This design comes from an exercise in tuning for small area, a short achievable clock period and few clock cycles per item on the open sky130 flow, not from production work.
At most, simulation tests tie the RTL to the original design; equivalence was not proved.
Power figures rest on the tool's default switching activity, not on a simulated workload.

==> inputs of v25 <==
==> flow/design.v <==
`timescale 1ns / 1ps
module source_line_tokenizer_core (
    input  logic        i_clk,
    input  logic        i_rst_n,
    input  logic        i_in_valid,
    output logic        o_in_ready,
    input  logic [8:0]  i_in_data,
    output logic        o_out_valid,
    input  logic        i_out_ready,
    output logic [44:0] o_out_data
);
    localparam logic [1:0] K_LEXEME = 2'd0;
    localparam logic [1:0] K_DONE   = 2'd1;
    localparam logic [1:0] K_ERROR  = 2'd2;
    localparam logic [3:0] TT_IDENT  = 4'd0;
    localparam logic [3:0] TT_INT    = 4'd1;
    localparam logic [3:0] TT_FLOAT  = 4'd2;
    localparam logic [3:0] TT_STRING = 4'd3;
    localparam logic [3:0] TT_OP     = 4'd4;
    localparam logic [3:0] TT_LBRACE = 4'd5;
    localparam logic [3:0] TT_RBRACE = 4'd6;
    localparam logic [3:0] TT_LPAREN = 4'd7;
    localparam logic [3:0] TT_RPAREN = 4'd8;
    localparam logic [3:0] TT_SEMI   = 4'd9;
    localparam logic [1:0] E_BAD_NUMBER = 2'd0;
    localparam logic [1:0] E_BAD_ESCAPE = 2'd1;
    localparam logic [1:0] E_UNCLOSED   = 2'd2;
    localparam logic [1:0] E_UNEXPECTED = 2'd3;
    localparam logic [3:0] M_IDLE    = 4'd0;
    localparam logic [3:0] M_IDENT   = 4'd1;
    localparam logic [3:0] M_NUMBER  = 4'd2;
    localparam logic [3:0] M_NEG     = 4'd3;
    localparam logic [3:0] M_DBL     = 4'd4;
    localparam logic [3:0] M_STRING  = 4'd5;
    localparam logic [3:0] M_ESCAPE  = 4'd6;
    localparam logic [3:0] M_COMMENT = 4'd7;
    localparam logic [3:0] M_ERROR   = 4'd8;
    localparam logic [3:0] M_CLOSEOP = 4'd9;    
    logic [8:0]  r_h, r_s;
    logic        r_hv, r_sv;
    logic [3:0]  r_mode, n_mode;
    logic [15:0] r_line;
    logic [11:0] r_col, r_tstart;
    logic        r_pline;      
    logic [1:0]  r_dots, n_dots;
    logic        r_lastdot, n_lastdot;
    logic        r_ov;
    logic [1:0]  r_kind;
    logic [3:0]  r_type;
    logic [7:0]  r_byte;
    logic [1:0]  r_err;
    logic        r_last;
    logic [11:0] r_ocol;
    logic [7:0]  c;
    logic        act;
    logic        is_space, is_letter, is_digit, close_consume;
    logic        go, take, consume, rv, csel, ts_load, nl;
    logic [1:0]  kind, err;
    logic [3:0]  ty;
    logic [7:0]  byt;
    assign c   = r_h[7:0];
    assign act = r_h[8];
    assign is_space  = (c == 8'd32) || (c == 8'd9) || (c == 8'd12) || (c == 8'd11) || (c == 8'd13);
    assign is_letter = (c >= 8'h61 && c <= 8'h7A) || (c >= 8'h41 && c <= 8'h5A) || (c == 8'h5F);
    assign is_digit  = (c >= 8'h30) && (c <= 8'h39);
    assign close_consume = is_space || (c == 8'h23) || (c == 8'h22);
    assign o_in_ready  = !r_sv;
    assign take        = i_in_valid && !r_sv;
    assign o_out_valid = r_ov;
    assign o_out_data  = {r_kind, r_type, r_byte, r_line, r_ocol, r_err, r_last};
    assign go = r_hv && ((r_mode == M_ERROR) || !r_ov || i_out_ready);
    always_comb begin
        n_mode    = r_mode;
        n_dots    = r_dots;
        n_lastdot = r_lastdot;
        rv        = 1'b0;
        kind      = K_LEXEME;
        ty        = TT_IDENT;
        byt       = 8'd0;
        err       = 2'd0;
        csel      = 1'b0;
        consume   = 1'b1;
        ts_load   = 1'b0;
        nl        = 1'b0;
        if (act) begin
            nl = 1'b1;
            n_mode = M_IDLE;
            csel = 1'b1;
            case (r_mode)
                M_IDENT: begin
                    rv = 1'b1; kind = K_DONE; ty = TT_IDENT;
                end
                M_NUMBER: begin
                    rv = 1'b1;
                    if (r_lastdot || r_dots == 2'd2) begin
                        kind = K_ERROR; err = E_BAD_NUMBER; n_mode = M_ERROR; nl = 1'b0;
                    end else begin
                        kind = K_DONE; ty = (r_dots == 2'd1) ? TT_FLOAT : TT_INT;
                    end
                end
                M_NEG, M_DBL, M_CLOSEOP: begin
                    rv = 1'b1; kind = K_DONE; ty = TT_OP;
                end
                M_STRING, M_ESCAPE: begin
                    rv = 1'b1; kind = K_ERROR; err = E_UNCLOSED; n_mode = M_ERROR; nl = 1'b0;
                end
                M_ERROR: begin
                    n_mode = M_ERROR; nl = 1'b0;
                end
                default: begin
                end
            endcase
        end else begin
            case (r_mode)
                M_IDENT, M_NUMBER, M_NEG, M_DBL: begin
                    if (r_mode == M_IDENT && (is_letter || is_digit)) begin
                        rv = 1'b1; ty = TT_IDENT; byt = c;
                    end else if ((r_mode == M_NUMBER || r_mode == M_NEG) && is_digit) begin
                        rv = 1'b1; ty = TT_INT; byt = c;
                        n_mode = M_NUMBER;
                        n_lastdot = 1'b0;
                        if (r_mode == M_NEG) n_dots = 2'd0;
                    end else if (r_mode == M_NUMBER && c == 8'h2E) begin
                        rv = 1'b1; ty = TT_INT; byt = c;
                        if (r_dots != 2'd2) n_dots = r_dots + 2'd1;
                        n_lastdot = 1'b1;
                    end else if (r_mode == M_DBL && c == 8'h3D) begin
                        rv = 1'b1; ty = TT_OP; byt = c;
                        n_mode = M_CLOSEOP; consume = 1'b0;
                    end else begin
                        rv = 1'b1; csel = 1'b1; kind = K_DONE;
                        n_mode = (c == 8'h23) ? M_COMMENT : (c == 8'h22) ? M_STRING : M_IDLE;
                        ts_load = (c == 8'h22);
                        consume = close_consume;
                        if (r_mode == M_IDENT) begin
                            ty = TT_IDENT;
                        end else if (r_mode == M_NUMBER) begin
                            if (r_lastdot || r_dots == 2'd2) begin
                                kind = K_ERROR; err = E_BAD_NUMBER; n_mode = M_ERROR;
                                consume = 1'b1;
                            end else begin
                                ty = (r_dots == 2'd1) ? TT_FLOAT : TT_INT;
                            end
                        end else begin
                            ty = TT_OP;
                        end
                    end
                end
                M_CLOSEOP: begin
                    rv = 1'b1; csel = 1'b1; kind = K_DONE; ty = TT_OP; n_mode = M_IDLE;
                end
                M_STRING: begin
                    if (c == 8'h22) begin
                        rv = 1'b1; csel = 1'b1; kind = K_DONE; ty = TT_STRING; n_mode = M_IDLE;
                    end else if (c == 8'h5C) begin
                        n_mode = M_ESCAPE;
                    end else begin
                        rv = 1'b1; ty = TT_STRING; byt = c;
                    end
                end
                M_ESCAPE: begin
                    rv = 1'b1; ty = TT_STRING; n_mode = M_STRING;
                    case (c)
                        8'h74:   byt = 8'd9;
                        8'h72:   byt = 8'd13;
                        8'h6E:   byt = 8'd10;
                        8'h22:   byt = 8'h22;
                        8'h30:   byt = 8'h00;
                        default: begin
                            kind = K_ERROR; ty = TT_IDENT; err = E_BAD_ESCAPE; n_mode = M_ERROR;
                        end
                    endcase
                end
                M_COMMENT, M_ERROR: begin
                end
                default: begin
                    ts_load = 1'b1;
                    byt = c;
                    if (is_space) begin
                    end else if (c == 8'h23) begin
                        n_mode = M_COMMENT;
                    end else if (c == 8'h7B) begin
                        rv = 1'b1; kind = K_DONE; ty = TT_LBRACE; byt = 8'd0;
                    end else if (c == 8'h7D) begin
                        rv = 1'b1; kind = K_DONE; ty = TT_RBRACE; byt = 8'd0;
                    end else if (c == 8'h28) begin
                        rv = 1'b1; kind = K_DONE; ty = TT_LPAREN; byt = 8'd0;
                    end else if (c == 8'h29) begin
                        rv = 1'b1; kind = K_DONE; ty = TT_RPAREN; byt = 8'd0;
                    end else if (c == 8'h3B) begin
                        rv = 1'b1; kind = K_DONE; ty = TT_SEMI; byt = 8'd0;
                    end else if (is_letter) begin
                        rv = 1'b1; ty = TT_IDENT; n_mode = M_IDENT;
                    end else if (is_digit) begin
                        rv = 1'b1; ty = TT_INT; n_mode = M_NUMBER;
                        n_dots = 2'd0; n_lastdot = 1'b0;
                    end else if (c == 8'h2D) begin
                        rv = 1'b1; ty = TT_OP; n_mode = M_NEG;
                    end else if (c == 8'h22) begin
                        n_mode = M_STRING;
                    end else if (c == 8'h3D || c == 8'h21) begin
                        rv = 1'b1; ty = TT_OP; n_mode = M_DBL;
                    end else if (c == 8'h2B || c == 8'h2A || c == 8'h2F) begin
                        rv = 1'b1; ty = TT_OP; n_mode = M_CLOSEOP; consume = 1'b0;
                    end else begin
                        rv = 1'b1; kind = K_ERROR; err = E_UNEXPECTED; byt = 8'd0;
                        n_mode = M_ERROR;
                    end
                end
            endcase
        end
    end
    always_ff @(posedge i_clk) begin
        if (!i_rst_n) begin
            r_hv      <= 1'b0;
            r_sv      <= 1'b0;
            r_mode    <= M_IDLE;
            r_line    <= 16'd1;
            r_col     <= 12'd1;
            r_pline   <= 1'b0;
            r_ov      <= 1'b0;
        end else begin
            if (go && consume) begin
                if (r_sv) begin
                    r_h  <= r_s;
                    r_hv <= 1'b1;
                    r_sv <= take;
                    if (take) r_s <= i_in_data;
                end else begin
                    r_hv <= take;
                    if (take) r_h <= i_in_data;
                end
            end else if (take) begin
                if (r_hv) begin
                    r_s  <= i_in_data;
                    r_sv <= 1'b1;
                end else begin
                    r_h  <= i_in_data;
                    r_hv <= 1'b1;
                end
            end
            if (go && r_mode != M_ERROR) begin
                r_mode  <= n_mode;
                r_pline <= consume && act && nl;
                if (r_pline && r_line != 16'hFFFF) r_line <= r_line + 16'd1;
                if (consume) begin
                    if (act) r_col <= 12'd1;
                    else if (r_col != 12'hFFF) r_col <= r_col + 12'd1;
                end
            end
            if (go && r_mode != M_ERROR && rv) begin
                r_ov <= 1'b1;
            end else if (i_out_ready) begin
                r_ov <= 1'b0;
            end
        end
    end
    always_ff @(posedge i_clk) begin
        if (go && r_mode != M_ERROR) begin
            r_dots    <= n_dots;
            r_lastdot <= n_lastdot;
            if (ts_load) r_tstart <= r_col;
        end
    end
    always_ff @(posedge i_clk) begin
        if (go && r_mode != M_ERROR && rv) begin
            r_kind <= kind;
            r_type <= ty;
            r_byte <= byt;
            r_err  <= err;
            r_last <= consume;
            r_ocol <= csel ? r_tstart : r_col;
        end
    end
endmodule
==> flow/run.sh <==
#!/bin/bash
# synth_recipe.tcl (not shown) runs the flow's synth.tcl, then flattens the netlist and writes it again
# the make line also repeats each setting of config.mk as NAME=value (left out here)
make -C /OpenROAD-flow-scripts/flow DESIGN_CONFIG=/design/flow/config.mk WORK_HOME=/design/flow/orfs CLKGATE_MAP_FILE= SYNTH_SCRIPT=/design/flow/synth_recipe.tcl finish
==> flow/config.mk <==
export PLATFORM = sky130hd
export DESIGN_NAME = source_line_tokenizer_core
export DESIGN_NICKNAME = source_line_tokenizer_core
export VERILOG_FILES = /design/flow/design.v
export SDC_FILE = /design/flow/constraint.sdc
export NUM_CORES = 4
export LEC_CHECK = 0
export CAP_MARGIN = 20
export CORE_MARGIN = 2
export CORE_UTILIZATION = 65
export PLACE_DENSITY = 0.75
export SETUP_SLACK_MARGIN = 5
export SLEW_MARGIN = 20
==> flow/constraint.sdc <==
create_clock -name core_clock -period 7.5 [get_ports {i_clk}]
set_input_delay 1.5000 -clock core_clock [delete_from_list [all_inputs] [get_ports {i_clk}]]
set_output_delay 1.5000 -clock core_clock [all_outputs]
set_load 0.01 [all_outputs]
==> v26 (differences from v25) <==
--- a/flow/design.v
+++ b/flow/design.v
@@ -37,7 +37,7 @@
     localparam logic [3:0] M_ERROR   = 4'd8;
     localparam logic [3:0] M_CLOSEOP = 4'd9;    
     logic [8:0]  r_h, r_s;
-    logic        r_hv, r_sv;
+    logic        r_hv, r_se;      
     logic [3:0]  r_mode, n_mode;
     logic [15:0] r_line;
     logic [11:0] r_col, r_tstart;
@@ -54,7 +54,7 @@
     logic [7:0]  c;
     logic        act;
     logic        is_space, is_letter, is_digit, close_consume;
-    logic        go, take, consume, rv, csel, ts_load, nl;
+    logic        go, free, triv, take, consume, rv, csel, ts_load, nl;
     logic [1:0]  kind, err;
     logic [3:0]  ty;
     logic [7:0]  byt;
@@ -64,11 +64,16 @@
     assign is_letter = (c >= 8'h61 && c <= 8'h7A) || (c >= 8'h41 && c <= 8'h5A) || (c == 8'h5F);
     assign is_digit  = (c >= 8'h30) && (c <= 8'h39);
     assign close_consume = is_space || (c == 8'h23) || (c == 8'h22);
-    assign o_in_ready  = !r_sv;
-    assign take        = i_in_valid && !r_sv;
+    assign o_in_ready  = r_se;
+    assign take        = i_in_valid && r_se;
     assign o_out_valid = r_ov;
     assign o_out_data  = {r_kind, r_type, r_byte, r_line, r_ocol, r_err, r_last};
-    assign go = r_hv && ((r_mode == M_ERROR) || !r_ov || i_out_ready);
+    assign free = !r_ov || i_out_ready;
+    assign triv = (act && !r_pline && (r_mode == M_IDLE || r_mode == M_COMMENT)) ||
+                  (!act && ((r_mode == M_COMMENT) ||
+                            (r_mode == M_IDLE && (is_space || c == 8'h23 || c == 8'h22)) ||
+                            (r_mode == M_STRING && c == 8'h5C)));
+    assign go = r_hv && ((r_mode == M_ERROR) || free || triv);
     always_comb begin
         n_mode    = r_mode;
         n_dots    = r_dots;
@@ -213,7 +218,7 @@
     always_ff @(posedge i_clk) begin
         if (!i_rst_n) begin
             r_hv      <= 1'b0;
-            r_sv      <= 1'b0;
+            r_se      <= 1'b1;
             r_mode    <= M_IDLE;
             r_line    <= 16'd1;
             r_col     <= 12'd1;
@@ -221,28 +226,17 @@
             r_ov      <= 1'b0;
         end else begin
             if (go && consume) begin
-                if (r_sv) begin
-                    r_h  <= r_s;
-                    r_hv <= 1'b1;
-                    r_sv <= take;
-                    if (take) r_s <= i_in_data;
-                end else begin
-                    r_hv <= take;
-                    if (take) r_h <= i_in_data;
-                end
+                r_hv <= !r_se || take;
+                r_se <= 1'b1;
             end else if (take) begin
-                if (r_hv) begin
-                    r_s  <= i_in_data;
-                    r_sv <= 1'b1;
-                end else begin
-                    r_h  <= i_in_data;
-                    r_hv <= 1'b1;
-                end
+                r_hv <= 1'b1;
+                r_se <= !r_hv;
             end
             if (go && r_mode != M_ERROR) begin
                 r_mode  <= n_mode;
-                r_pline <= consume && act && nl;
-                if (r_pline && r_line != 16'hFFFF) r_line <= r_line + 16'd1;
+                if (consume && act && nl) r_pline <= 1'b1;
+                else if (free) r_pline <= 1'b0;
+                if (free && r_pline && r_line != 16'hFFFF) r_line <= r_line + 16'd1;
                 if (consume) begin
                     if (act) r_col <= 12'd1;
                     else if (r_col != 12'hFFF) r_col <= r_col + 12'd1;
@@ -256,6 +250,10 @@
         end
     end
     always_ff @(posedge i_clk) begin
+        if (r_se) r_s <= i_in_data;
+        if (!r_hv || (go && consume)) r_h <= r_se ? i_in_data : r_s;
+    end
+    always_ff @(posedge i_clk) begin
         if (go && r_mode != M_ERROR) begin
             r_dots    <= n_dots;
             r_lastdot <= n_lastdot;
@@ -263,7 +261,7 @@
         end
     end
     always_ff @(posedge i_clk) begin
-        if (go && r_mode != M_ERROR && rv) begin
+        if (!r_ov || i_out_ready) begin
             r_kind <= kind;
             r_type <= ty;
             r_byte <= byt;
==> flow/flow/run.sh (new file) <==
#!/bin/bash
# Standard layout with plain buffers on the ports. Each step's full log
# stays in orfs/logs/; make's output goes to standard.log.
set -euo pipefail
bash standard.sh SETUP_SLACK_MARGIN=5.15 "BUFFER_PORTS_ARGS=-buffer_cell sky130_fd_sc_hd__buf_2" finish > standard.log 2>&1
==> flow/standard.sh (new file) <==
#!/bin/bash
# synth_recipe.tcl (not shown) runs the flow's synth.tcl, then flattens the netlist and writes it again
# the make line also repeats each setting of config.mk as NAME=value (left out here)
make -C /OpenROAD-flow-scripts/flow DESIGN_CONFIG=/design/flow/config.mk WORK_HOME=/design/flow/orfs CLKGATE_MAP_FILE= SYNTH_SCRIPT=/design/flow/synth_recipe.tcl "${@:-finish}"
ABC_AREA = 1   (was default)
CORE_UTILIZATION = 60   (was 65)
PLACE_DENSITY = 0.72   (was 0.75)
TNS_END_PERCENT = 5   (was default)
removed: flow/run.sh
==> v3 (differences from v25) <==
--- a/flow/design.v
+++ b/flow/design.v
@@ -36,12 +36,15 @@
     localparam logic [3:0] M_COMMENT = 4'd7;
     localparam logic [3:0] M_ERROR   = 4'd8;
     localparam logic [3:0] M_CLOSEOP = 4'd9;    
+    localparam logic [1:0] P_NONE = 2'd0;
+    localparam logic [1:0] P_COL  = 2'd1;
+    localparam logic [1:0] P_LINE = 2'd2;
     logic [8:0]  r_h, r_s;
     logic        r_hv, r_sv;
     logic [3:0]  r_mode, n_mode;
     logic [15:0] r_line;
     logic [11:0] r_col, r_tstart;
-    logic        r_pline;      
+    logic [1:0]  r_pend;
     logic [1:0]  r_dots, n_dots;
     logic        r_lastdot, n_lastdot;
     logic        r_ov;
@@ -58,6 +61,8 @@
     logic [1:0]  kind, err;
     logic [3:0]  ty;
     logic [7:0]  byt;
+    logic [15:0] cur_line;
+    logic [11:0] cur_col;
     assign c   = r_h[7:0];
     assign act = r_h[8];
     assign is_space  = (c == 8'd32) || (c == 8'd9) || (c == 8'd12) || (c == 8'd11) || (c == 8'd13);
@@ -69,6 +74,20 @@
     assign o_out_valid = r_ov;
     assign o_out_data  = {r_kind, r_type, r_byte, r_line, r_ocol, r_err, r_last};
     assign go = r_hv && ((r_mode == M_ERROR) || !r_ov || i_out_ready);
+    logic [16:0] line_inc;
+    logic [12:0] col_inc;
+    assign line_inc = {1'b0, r_line} + 17'd1;
+    assign col_inc  = {1'b0, r_col} + 13'd1;
+    always_comb begin
+        cur_line = r_line;
+        cur_col  = r_col;
+        if (r_pend == P_LINE) begin
+            cur_line = line_inc[15:0] | {16{line_inc[16]}};
+            cur_col  = 12'd1;
+        end else if (r_pend == P_COL) begin
+            cur_col  = col_inc[11:0] | {12{col_inc[12]}};
+        end
+    end
     always_comb begin
         n_mode    = r_mode;
         n_dots    = r_dots;
@@ -217,7 +236,7 @@
             r_mode    <= M_IDLE;
             r_line    <= 16'd1;
             r_col     <= 12'd1;
-            r_pline   <= 1'b0;
+            r_pend    <= P_NONE;
             r_ov      <= 1'b0;
         end else begin
             if (go && consume) begin
@@ -240,13 +259,10 @@
                 end
             end
             if (go && r_mode != M_ERROR) begin
-                r_mode  <= n_mode;
-                r_pline <= consume && act && nl;
-                if (r_pline && r_line != 16'hFFFF) r_line <= r_line + 16'd1;
-                if (consume) begin
-                    if (act) r_col <= 12'd1;
-                    else if (r_col != 12'hFFF) r_col <= r_col + 12'd1;
-                end
+                r_mode    <= n_mode;
+                r_line    <= cur_line;
+                r_col     <= cur_col;
+                r_pend    <= !consume ? P_NONE : (act ? (nl ? P_LINE : P_NONE) : P_COL);
             end
             if (go && r_mode != M_ERROR && rv) begin
                 r_ov <= 1'b1;
@@ -259,7 +275,7 @@
         if (go && r_mode != M_ERROR) begin
             r_dots    <= n_dots;
             r_lastdot <= n_lastdot;
-            if (ts_load) r_tstart <= r_col;
+            if (ts_load) r_tstart <= cur_col;
         end
     end
     always_ff @(posedge i_clk) begin
@@ -269,7 +285,7 @@
             r_byte <= byt;
             r_err  <= err;
             r_last <= consume;
-            r_ocol <= csel ? r_tstart : r_col;
+            r_ocol <= csel ? r_tstart : cur_col;
         end
     end
 endmodule
==> flow/flow/run.sh (new file) <==
#!/bin/bash
# Standard layout with plain buffers on the ports and sizing free to change
# cell footprints. Each step's full log stays in orfs/logs/; make's output
# goes to standard.log.
set -euo pipefail
bash standard.sh "BUFFER_PORTS_ARGS=-buffer_cell sky130_fd_sc_hd__buf_2" MATCH_CELL_FOOTPRINT=0 finish > standard.log 2>&1
==> flow/standard.sh (new file) <==
#!/bin/bash
# synth_recipe.tcl (not shown) runs the flow's synth.tcl, then flattens the netlist and writes it again
# the make line also repeats each setting of config.mk as NAME=value (left out here)
make -C /OpenROAD-flow-scripts/flow DESIGN_CONFIG=/design/flow/config.mk WORK_HOME=/design/flow/orfs CLKGATE_MAP_FILE= SYNTH_SCRIPT=/design/flow/synth_recipe.tcl "${@:-finish}"
ABC_AREA = 1   (was default)
removed: flow/run.sh
==> notes <==
- v26 produced a clean layout. v25 aborted during 5_1_grt, error DPL-0038. v3 ran to the end with no violations.
- Of v3 and v26, v3 has the higher sequential power (gap about 3.7%, measured against v26).
- Of v3 and v26, v26 has the higher die area (gap about 0.7%, measured against v26).
- In count of clock-buffer cells in the layout, v26 and v3 do not differ.
- In v3 the sequential share of layout area is lower than in v26, by 0.62 points.
- Between v3 and v26, the lower via count is in v26 (gap about 10%, measured against v26).
Testbench counts of v26, summed over its fixed seeds: cycles 36,118, items 32,063.
Testbench counts of v3, summed over its fixed seeds: cycles 36,513, items 32,063.
For v25, only the layout was checked, not whether the RTL still works.

-- afterwards: timing with drivers on the ports --
In the flow no input, the clock included, has a driving cell. The finished layouts below were timed again as built, in two steps. Step 1 assumes that a clkbuf_16 drives the clock port and a buf_2 every other input. Step 2, shift: input delay + t, output delay - t, t = (earliest + latest rising clock arrival at the registers) / 2. This alone moves slack from input paths to output paths. a / b / c = ideal ports / drivers / drivers and shift; a / b = the first two.
run | t, ns | setup WS [ns] | worst data-port slew with drivers (ns)
v26 | 0.400 | 5.063 / 5.046 / 4.646 | 0.05
v3 | 0.406 | 4.903 / 4.903 / 4.554 | 0.04
After both steps setup and hold are still met in every run listed. For v26, which loses most, drivers alone change the setup slack by -0.017 ns; drivers and shift together by -0.417 ns.
